This is an optimization exercise on Yosys and OpenROAD, whose aim is small area, a short achievable clock period and few clock cycles per item, not a production implementation.
Function was checked by simulation only, so behaviour that the tests miss may differ from the original.
No activity file was given, so power comes from the tool's default toggle rates.

### flow/design.v
module alu_mc #(
    parameter int WIDTH = 32,
    parameter int SHW   = $clog2(WIDTH)
) (
    input  logic             clk,
    input  logic             reset,
    input  logic             start,
    input  logic             i,
    input  logic [WIDTH-1:0] SrcA,
    input  logic [WIDTH-1:0] SrcB,
    input  logic [3:0]       af,
    output logic             busy,
    output logic             done,
    output logic [WIDTH-1:0] Alures,
    output logic             Zero,
    output logic             Neg,
    output logic             ovfalu
);
    localparam logic [3:0] AF_AND  = 4'b0000;
    localparam logic [3:0] AF_OR   = 4'b0001;
    localparam logic [3:0] AF_ADD  = 4'b0010;
    localparam logic [3:0] AF_SUB  = 4'b0011;
    localparam logic [3:0] AF_XOR  = 4'b0100;
    localparam logic [3:0] AF_NOR  = 4'b0101;
    localparam logic [3:0] AF_SLT  = 4'b0110;
    localparam logic [3:0] AF_SLTU = 4'b0111;
    localparam logic [3:0] AF_SLL  = 4'b1000;
    localparam logic [3:0] AF_SRL  = 4'b1001;
    localparam logic [3:0] AF_MUL  = 4'b1010;
    localparam logic [3:0] AF_MULH = 4'b1011;
    localparam logic [3:0] AF_DIV  = 4'b1100;
    localparam logic [3:0] AF_REM  = 4'b1101;
    localparam logic [3:0] AF_SRA  = 4'b1110;
    localparam logic [SHW-1:0]   CNT_LAST = SHW'(WIDTH - 1);
    localparam logic [WIDTH-1:0] MIN_VAL  = {1'b1, {(WIDTH-1){1'b0}}};
    typedef enum logic [1:0] {S_IDLE, S_RUN, S_FIN} state_t;
    state_t           state_q;
    logic [WIDTH-1:0] a_q, b_q, hi_q, lo_q, res_q;
    logic [3:0]       af_q;
    logic             i_q, busy_q, done_q, ovf_q;
    logic [SHW-1:0]   cnt_q;
    logic             in_multi, in_div;
    logic [WIDTH-1:0] in_a_mag, in_b_mag;
    always_comb begin
        in_multi = (af == AF_MUL) || (af == AF_MULH) || (af == AF_DIV) || (af == AF_REM);
        in_div   = (af == AF_DIV) || (af == AF_REM);
        in_a_mag = (i && SrcA[WIDTH-1]) ? -SrcA : SrcA;
        in_b_mag = (i && SrcB[WIDTH-1]) ? -SrcB : SrcB;
    end
    logic             a_neg, b_neg;
    logic [WIDTH-1:0] a_mag, b_mag;
    assign a_neg = i_q & a_q[WIDTH-1];
    assign b_neg = i_q & b_q[WIDTH-1];
    assign a_mag = a_neg ? -a_q : a_q;
    assign b_mag = b_neg ? -b_q : b_q;
    logic [WIDTH:0]   madd, dshift, dtrial;
    logic [WIDTH-1:0] hi_d, lo_d;
    always_comb begin
        madd   = {1'b0, hi_q} + {1'b0, (lo_q[0] ? a_mag : {WIDTH{1'b0}})};
        dshift = {hi_q, lo_q[WIDTH-1]};
        dtrial = dshift - {1'b0, b_mag};
        hi_d   = madd[WIDTH:1];
        lo_d   = {madd[0], lo_q[WIDTH-1:1]};
        if ((af_q == AF_DIV) || (af_q == AF_REM)) begin
            hi_d = dtrial[WIDTH] ? dshift[WIDTH-1:0] : dtrial[WIDTH-1:0];
            lo_d = {lo_q[WIDTH-2:0], ~dtrial[WIDTH]};
        end
    end
    logic [2*WIDTH-1:0] prod, prod_s;
    logic [WIDTH-1:0]   quo, rem, sum, diff, res_d;
    logic [SHW-1:0]     sh;
    logic               ovf_d, b_zero, div_ovf;
    always_comb begin
        prod    = {hi_q, lo_q};
        prod_s  = (a_neg ^ b_neg) ? -prod : prod;
        quo     = (a_neg ^ b_neg) ? -lo_q : lo_q;
        rem     = a_neg ? -hi_q : hi_q;
        sum     = a_q + b_q;
        diff    = a_q - b_q;
        sh      = b_q[SHW-1:0];
        b_zero  = (b_q == {WIDTH{1'b0}});
        div_ovf = i_q && (a_q == MIN_VAL) && (b_q == {WIDTH{1'b1}});
        res_d   = {WIDTH{1'b0}};
        ovf_d   = 1'b0;
        case (af_q)
            AF_AND:  res_d = a_q & b_q;
            AF_OR:   res_d = a_q | b_q;
            AF_ADD: begin
                res_d = sum;
                ovf_d = (a_q[WIDTH-1] == b_q[WIDTH-1]) && (sum[WIDTH-1] != a_q[WIDTH-1]);
            end
            AF_SUB: begin
                res_d = diff;
                ovf_d = (a_q[WIDTH-1] != b_q[WIDTH-1]) && (diff[WIDTH-1] != a_q[WIDTH-1]);
            end
            AF_XOR:  res_d = a_q ^ b_q;
            AF_NOR:  res_d = ~(a_q | b_q);
            AF_SLT:  res_d = {{(WIDTH-1){1'b0}}, ($signed(a_q) < $signed(b_q))};
            AF_SLTU: res_d = {{(WIDTH-1){1'b0}}, (a_q < b_q)};
            AF_SLL:  res_d = a_q << sh;
            AF_SRL:  res_d = a_q >> sh;
            AF_SRA:  res_d = WIDTH'($signed(a_q) >>> sh);
            AF_MUL: begin
                res_d = prod_s[WIDTH-1:0];
                ovf_d = i_q ? (prod_s[2*WIDTH-1:WIDTH] != {WIDTH{prod_s[WIDTH-1]}})
                            : (prod_s[2*WIDTH-1:WIDTH] != {WIDTH{1'b0}});
            end
            AF_MULH: res_d = prod_s[2*WIDTH-1:WIDTH];
            AF_DIV: begin
                res_d = b_zero ? {WIDTH{1'b1}} : quo;
                ovf_d = b_zero || div_ovf;
            end
            AF_REM: begin
                res_d = b_zero ? a_q : rem;
                ovf_d = b_zero || div_ovf;
            end
            default: begin
                res_d = {WIDTH{1'b0}};
                ovf_d = 1'b0;
            end
        endcase
    end
    always_ff @(posedge clk) begin
        if (reset) begin
            state_q <= S_IDLE;
            a_q     <= '0;
            b_q     <= '0;
            hi_q    <= '0;
            lo_q    <= '0;
            res_q   <= '0;
            af_q    <= '0;
            i_q     <= 1'b0;
            busy_q  <= 1'b0;
            done_q  <= 1'b0;
            ovf_q   <= 1'b0;
            cnt_q   <= '0;
        end else begin
            done_q <= 1'b0;
            case (state_q)
                S_IDLE: begin
                    if (start) begin
                        a_q     <= SrcA;
                        b_q     <= SrcB;
                        af_q    <= af;
                        i_q     <= i;
                        hi_q    <= '0;
                        lo_q    <= in_div ? in_a_mag : in_b_mag;
                        cnt_q   <= '0;
                        busy_q  <= 1'b1;
                        state_q <= in_multi ? S_RUN : S_FIN;
                    end
                end
                S_RUN: begin
                    hi_q  <= hi_d;
                    lo_q  <= lo_d;
                    cnt_q <= cnt_q + 1'b1;
                    if (cnt_q == CNT_LAST) begin
                        cnt_q   <= '0;
                        state_q <= S_FIN;
                    end
                end
                S_FIN: begin
                    res_q   <= res_d;
                    ovf_q   <= ovf_d;
                    done_q  <= 1'b1;
                    busy_q  <= 1'b0;
                    state_q <= S_IDLE;
                end
                default: state_q <= S_IDLE;
            endcase
        end
    end
    assign busy   = busy_q;
    assign done   = done_q;
    assign Alures = res_q;
    assign Zero   = (res_q == {WIDTH{1'b0}});
    assign Neg    = res_q[WIDTH-1];
    assign ovfalu = ovf_q;
endmodule
### flow/constraint.sdc
create_clock -name core_clock -period 7.5 [get_ports {clk}]
set_input_delay 1.5000 -clock core_clock [delete_from_list [all_inputs] [get_ports {clk}]]
set_output_delay 1.5000 -clock core_clock [all_outputs]
set_load 0.01 [all_outputs]
### flow/config.mk
export PLATFORM = sky130hd
export DESIGN_NAME = alu_mc
export DESIGN_NICKNAME = alu_mc
export VERILOG_FILES = /design/flow/design.v
export SDC_FILE = /design/flow/constraint.sdc
export NUM_CORES = 4
export LEC_CHECK = 0
export CAP_MARGIN = 20
export CORE_MARGIN = 2
export CORE_UTILIZATION = 40
export SLEW_MARGIN = 20
### flow/run.sh
#!/bin/bash
# synth_recipe.tcl (not shown) runs the flow's synth.tcl, then flattens the netlist and writes it again
# the make line also repeats each setting of config.mk as NAME=value (left out here)
make -C /OpenROAD-flow-scripts/flow DESIGN_CONFIG=/design/flow/config.mk WORK_HOME=/design/flow/orfs CLKGATE_MAP_FILE= SYNTH_SCRIPT=/design/flow/synth_recipe.tcl finish
==> summary.txt <==
GRT
  – Total GRT Usage: 0.415
  – First-pass GRT wire length: 201 mm
  – GR Overflow Total: 0
  – Initial antenna violation count: 2
  – Vias in the first global route: 27.3k
  – Pin count of the biggest net entering global routing: 94

Critical path
  – Crit-path leading delay family: compound AO/OA/AOI/OAI gates
  – Critical-path cell list: clkinv_1 > ha_1 > or3b_2 > nor4b_1 > buf_4 > nand4_1 > nor2_1 > a21oi_1 > xnor2_1 > ha_1 > and3_1 > and2_1 > nand2_1 > a211oi_1 > o21ai_0 > a311oi_4 > buf_4 > o41ai_1 > a221oi_1 > o211ai_1
  – Critical Path RT: 7.90 ns
  – CP bufs+invs: 3
  – Slowest cell on the critical path: buf_4
  – Setup crit start kind: flop
  – Crit path max fanout: 62
  – CP arrival: 6.32 ns
  – Largest stage delay on the critical path: 0.55 ns
  – Crit path kind: reg -> reg
  – Worst setup EP type: flop

Clock network
  – Hold_buf cts: 0
  – CTS tree: yes
  – Number of buffers created by CTS: 17
  – Post-CTS Setup Repair Bufs: 0
  – Clock root cell: clkbuf_16
  – Worst-skew pair later-pin latency: 0.52 ns
  – Maximum clock path buffer count: 2
  – Post-CTS sizing: 0
  – H-tree depth: 4
  – Sink Count: 175
  – Clk slew on worst S/H paths: 0.10 ns

Route
  – Total wire length: 142 mm
  – Antenna-violating nets left: 0
  – Residual DRC: 0
  – DR vias: 30.6k
  – Vias/cell: 6.83
  – Drt first pass iters: 6
  – Iter 0 DRT Violations: 4690
  – Avg WL per Cell: 31.8 um

Timing
  – Fin. max-slew vios: 0
  – Setup TNS: 0 ns
  – Final WS setup: 1.58 ns
  – Slew @ Worst Pin: 1.19 ns
  – Fmax: 0.169 GHz
  – Final Skew: 0.0211 ns
  – Tcrit/Tclk final: 0.790
  – Fin. Hold Viols: 0
  – Final setup violation count: 0
  – RSZ-0062 raised after global routing: false
  – Slew margin rel.: 0.199
  – Tmin final: 5.92 ns

Synthesis
  – Post-synthesis sequential element count: 175
  – Share of the synthesized area in the top cell type: 0.137
  – Post-synth EDFFs: 0
  – Leading area contributor after synthesis: dfxtp_1
  – Post-Syn Area: 0.0256 sq mm
  – Register area share after synthesis: 0.137
  – Synthesized instance count: 3699
  – Distinct cells, synth: 86
  – Synthesis Warnings: 1
  – Syn Nets: 3945
  – Area contributors post-synth: dfxtp_1 (14%), ha_1 (8.3%), a21oi_1 (7.2%)
  – Ys async rst share: 0
  – Syn avg cell area: 6.93 sq um
  – Most used flip-flop cell after synthesis: dfxtp_1

Layout
  – Most common cell after layout, fill and taps aside: nand2_1
  – Nets: 3866
  – Share of cells above drive strength 1: 0.0727
  – P&R area growth vs syn: 9.62%
  – Commonest cells after routing, fill and taps aside: nand2_1 (449), nor2_1 (403), a21oi_1 (370)
  – Final Instance Area: 0.0281 sq mm

Job
  – MaxCap Viol Count: 0

Pwr
  – Pwr dens: 144 mW/mm^2
  – LEAKAGE: 10.6 nW
  – Worst VDD drop: 0.191 mV

Die
  – Die span in x: 257 um
  – Rows: 92
  – Core area: 0.0632 sq mm
  – Die footprint: 0.0662 sq mm
  – Die Ht: 257 um
  – Top-level I/O count: 109
  – Initial core utilization: 0.406

Worst hold path
  – Min-Delay Path Class: reg -> reg

Run status
  – Status: timing/DRC/antenna clean

Place
  – Routability Congestion: 1.06
  – Post-DP HPWL: 110 mm
  – Placed inst area: 0.0275 sq mm
  – Pre-CTS setup slack: 1.69 ns
  – IO Port Bufs: 108
[final timing paths]
check	cells past startpoint	end	from	slack, ns
max	20	hi_q[30]	b_q[1]	1.58
min	2	busy_q	busy_q	0.46
min reg2reg	2	busy_q	busy_q	0.46
max reg2reg	20	hi_q[30]	b_q[1]	1.58
[cells by family after synthesis]
group	count (synthesis)	synth area share
DFF	175	0.137
muxes	119	0.0758
adders and majority gates	174	0.0861
and+or+nand+nor	1338	0.242
xor gates and xnor gates	269	0.0922
AOI/OAI and AO/OA	1193	0.303
buffers and inverters	431	0.0644
[state kept, by name (all words and copies together) (netlist names)]
register / flops
i_q: 1
a_q: 32
busy_q: 1
hi_q: 32
cnt_q: 5
ovf_q: 1
state_q: 2
lo_q: 32
af_q: 4
done_q: 1
b_q: 32
res_q: 32
[final cells by class]
class | instances | area [sq um]
Fill cell | 6637 | 35100
Multi-Input combinational cell | 3093 | 20600
Sequential cell | 175 | 3510
Timing Repair Buffer | 207 | 1820
Tap cell | 846 | 1060
Inverter | 126 | 473
Clock buffer | 17 | 425
Clock inverter | 15 | 201
Antenna cell | 2 | 5.00
[metrics by stage]
stage / instances / hold WS (ns) / total power [mW] / utilization
2_1_floorplan: 3699 / 0.454 / 2.24 / -
3_3_place_gp: 4446 / 0.445 / 2.96 / 0.434
3_5_place_dp: 4447 / 0.448 / 2.95 / 0.435
4_1_cts: 4479 / 0.462 / 3.97 / 0.445
5_1_grt: 4479 / 0.488 / 4.17 / 0.445
6_report: 4481 / 0.456 / 4.05 / 0.445
[metal layers]
layer  track usage  up-vias  part of all wire  wire (um)
met1         0.572    14600              0.41      58100
met3        0.0833      370              0.11      16200
met2         0.599     2180              0.41      58600
met4         0.239        0             0.066       9400
li1              -    13500                 -          -
met5             0        -                 0          0
[report_power, final]
| group | internal [mW] | switching (mW) | leakage [nW] | total (mW) |
|---|---|---|---|---|
| logic | 0.637 | 1.26 | 8.88 | 1.90 |
| registers | 0.981 | 0.140 | 1.43 | 1.12 |
| clock network | 0.463 | 0.570 | 0.303 | 1.03 |
| total | 2.08 | 1.97 | 10.6 | 4.05 |
[synth_stat cells (48+ instances only)]
| master | count |
|---|---|
| a211oi_1 | 98 |
| a21o_1 | 48 |
| a21oi_1 | 370 |
| a31oi_1 | 55 |
| clkbuf_1 | 262 |
| dfxtp_1 | 175 |
| ha_1 | 170 |
| inv_1 | 123 |
| mux2i_1 | 48 |
| mux4_2 | 59 |
| nand2_1 | 449 |
| nand3_1 | 67 |
| nor2_1 | 408 |
| nor3_1 | 104 |
| nor4_1 | 56 |
| o211ai_1 | 51 |
| o21ai_0 | 202 |
| xnor2_1 | 181 |
| xor2_1 | 87 |
[worst min-delay path: stages, from the launching register on]
cell     delay [ns]
dfxtp_1        0.32
nand2_1        0.05
a21oi_1        0.05
Testbench counts, summed over its fixed seeds: cycles 161,024, items 16,000.

-- separate check: timing with driven ports --
The results above use ideal ports. As a check the final layout listed here was re-extracted and re-timed, cells and wires unchanged. Step 1 (the two cells are an assumption about what drives the block):
set clk [get_ports {clk}]
set_driving_cell -lib_cell sky130_fd_sc_hd__clkbuf_16 $clk
set_driving_cell -lib_cell sky130_fd_sc_hd__buf_2 [delete_from_list [all_inputs] $clk]
Step 2, shift: input delay + t, output delay - t, t = (earliest + latest rising clock arrival at the registers) / 2. This alone moves slack from input paths to output paths. Slacks: ideal ports / drivers / drivers and shift; pairs: ideal ports / drivers.
t (ns): 0.575
setup slack, ns: 1.576 / 1.576 / 1.576
worst register clock-pin slew, ns: 0.10 / 0.10
After both steps this run still meets setup and hold. The setup slack of this run moves by 0.000 ns with the drivers and by 0.000 ns with both steps.
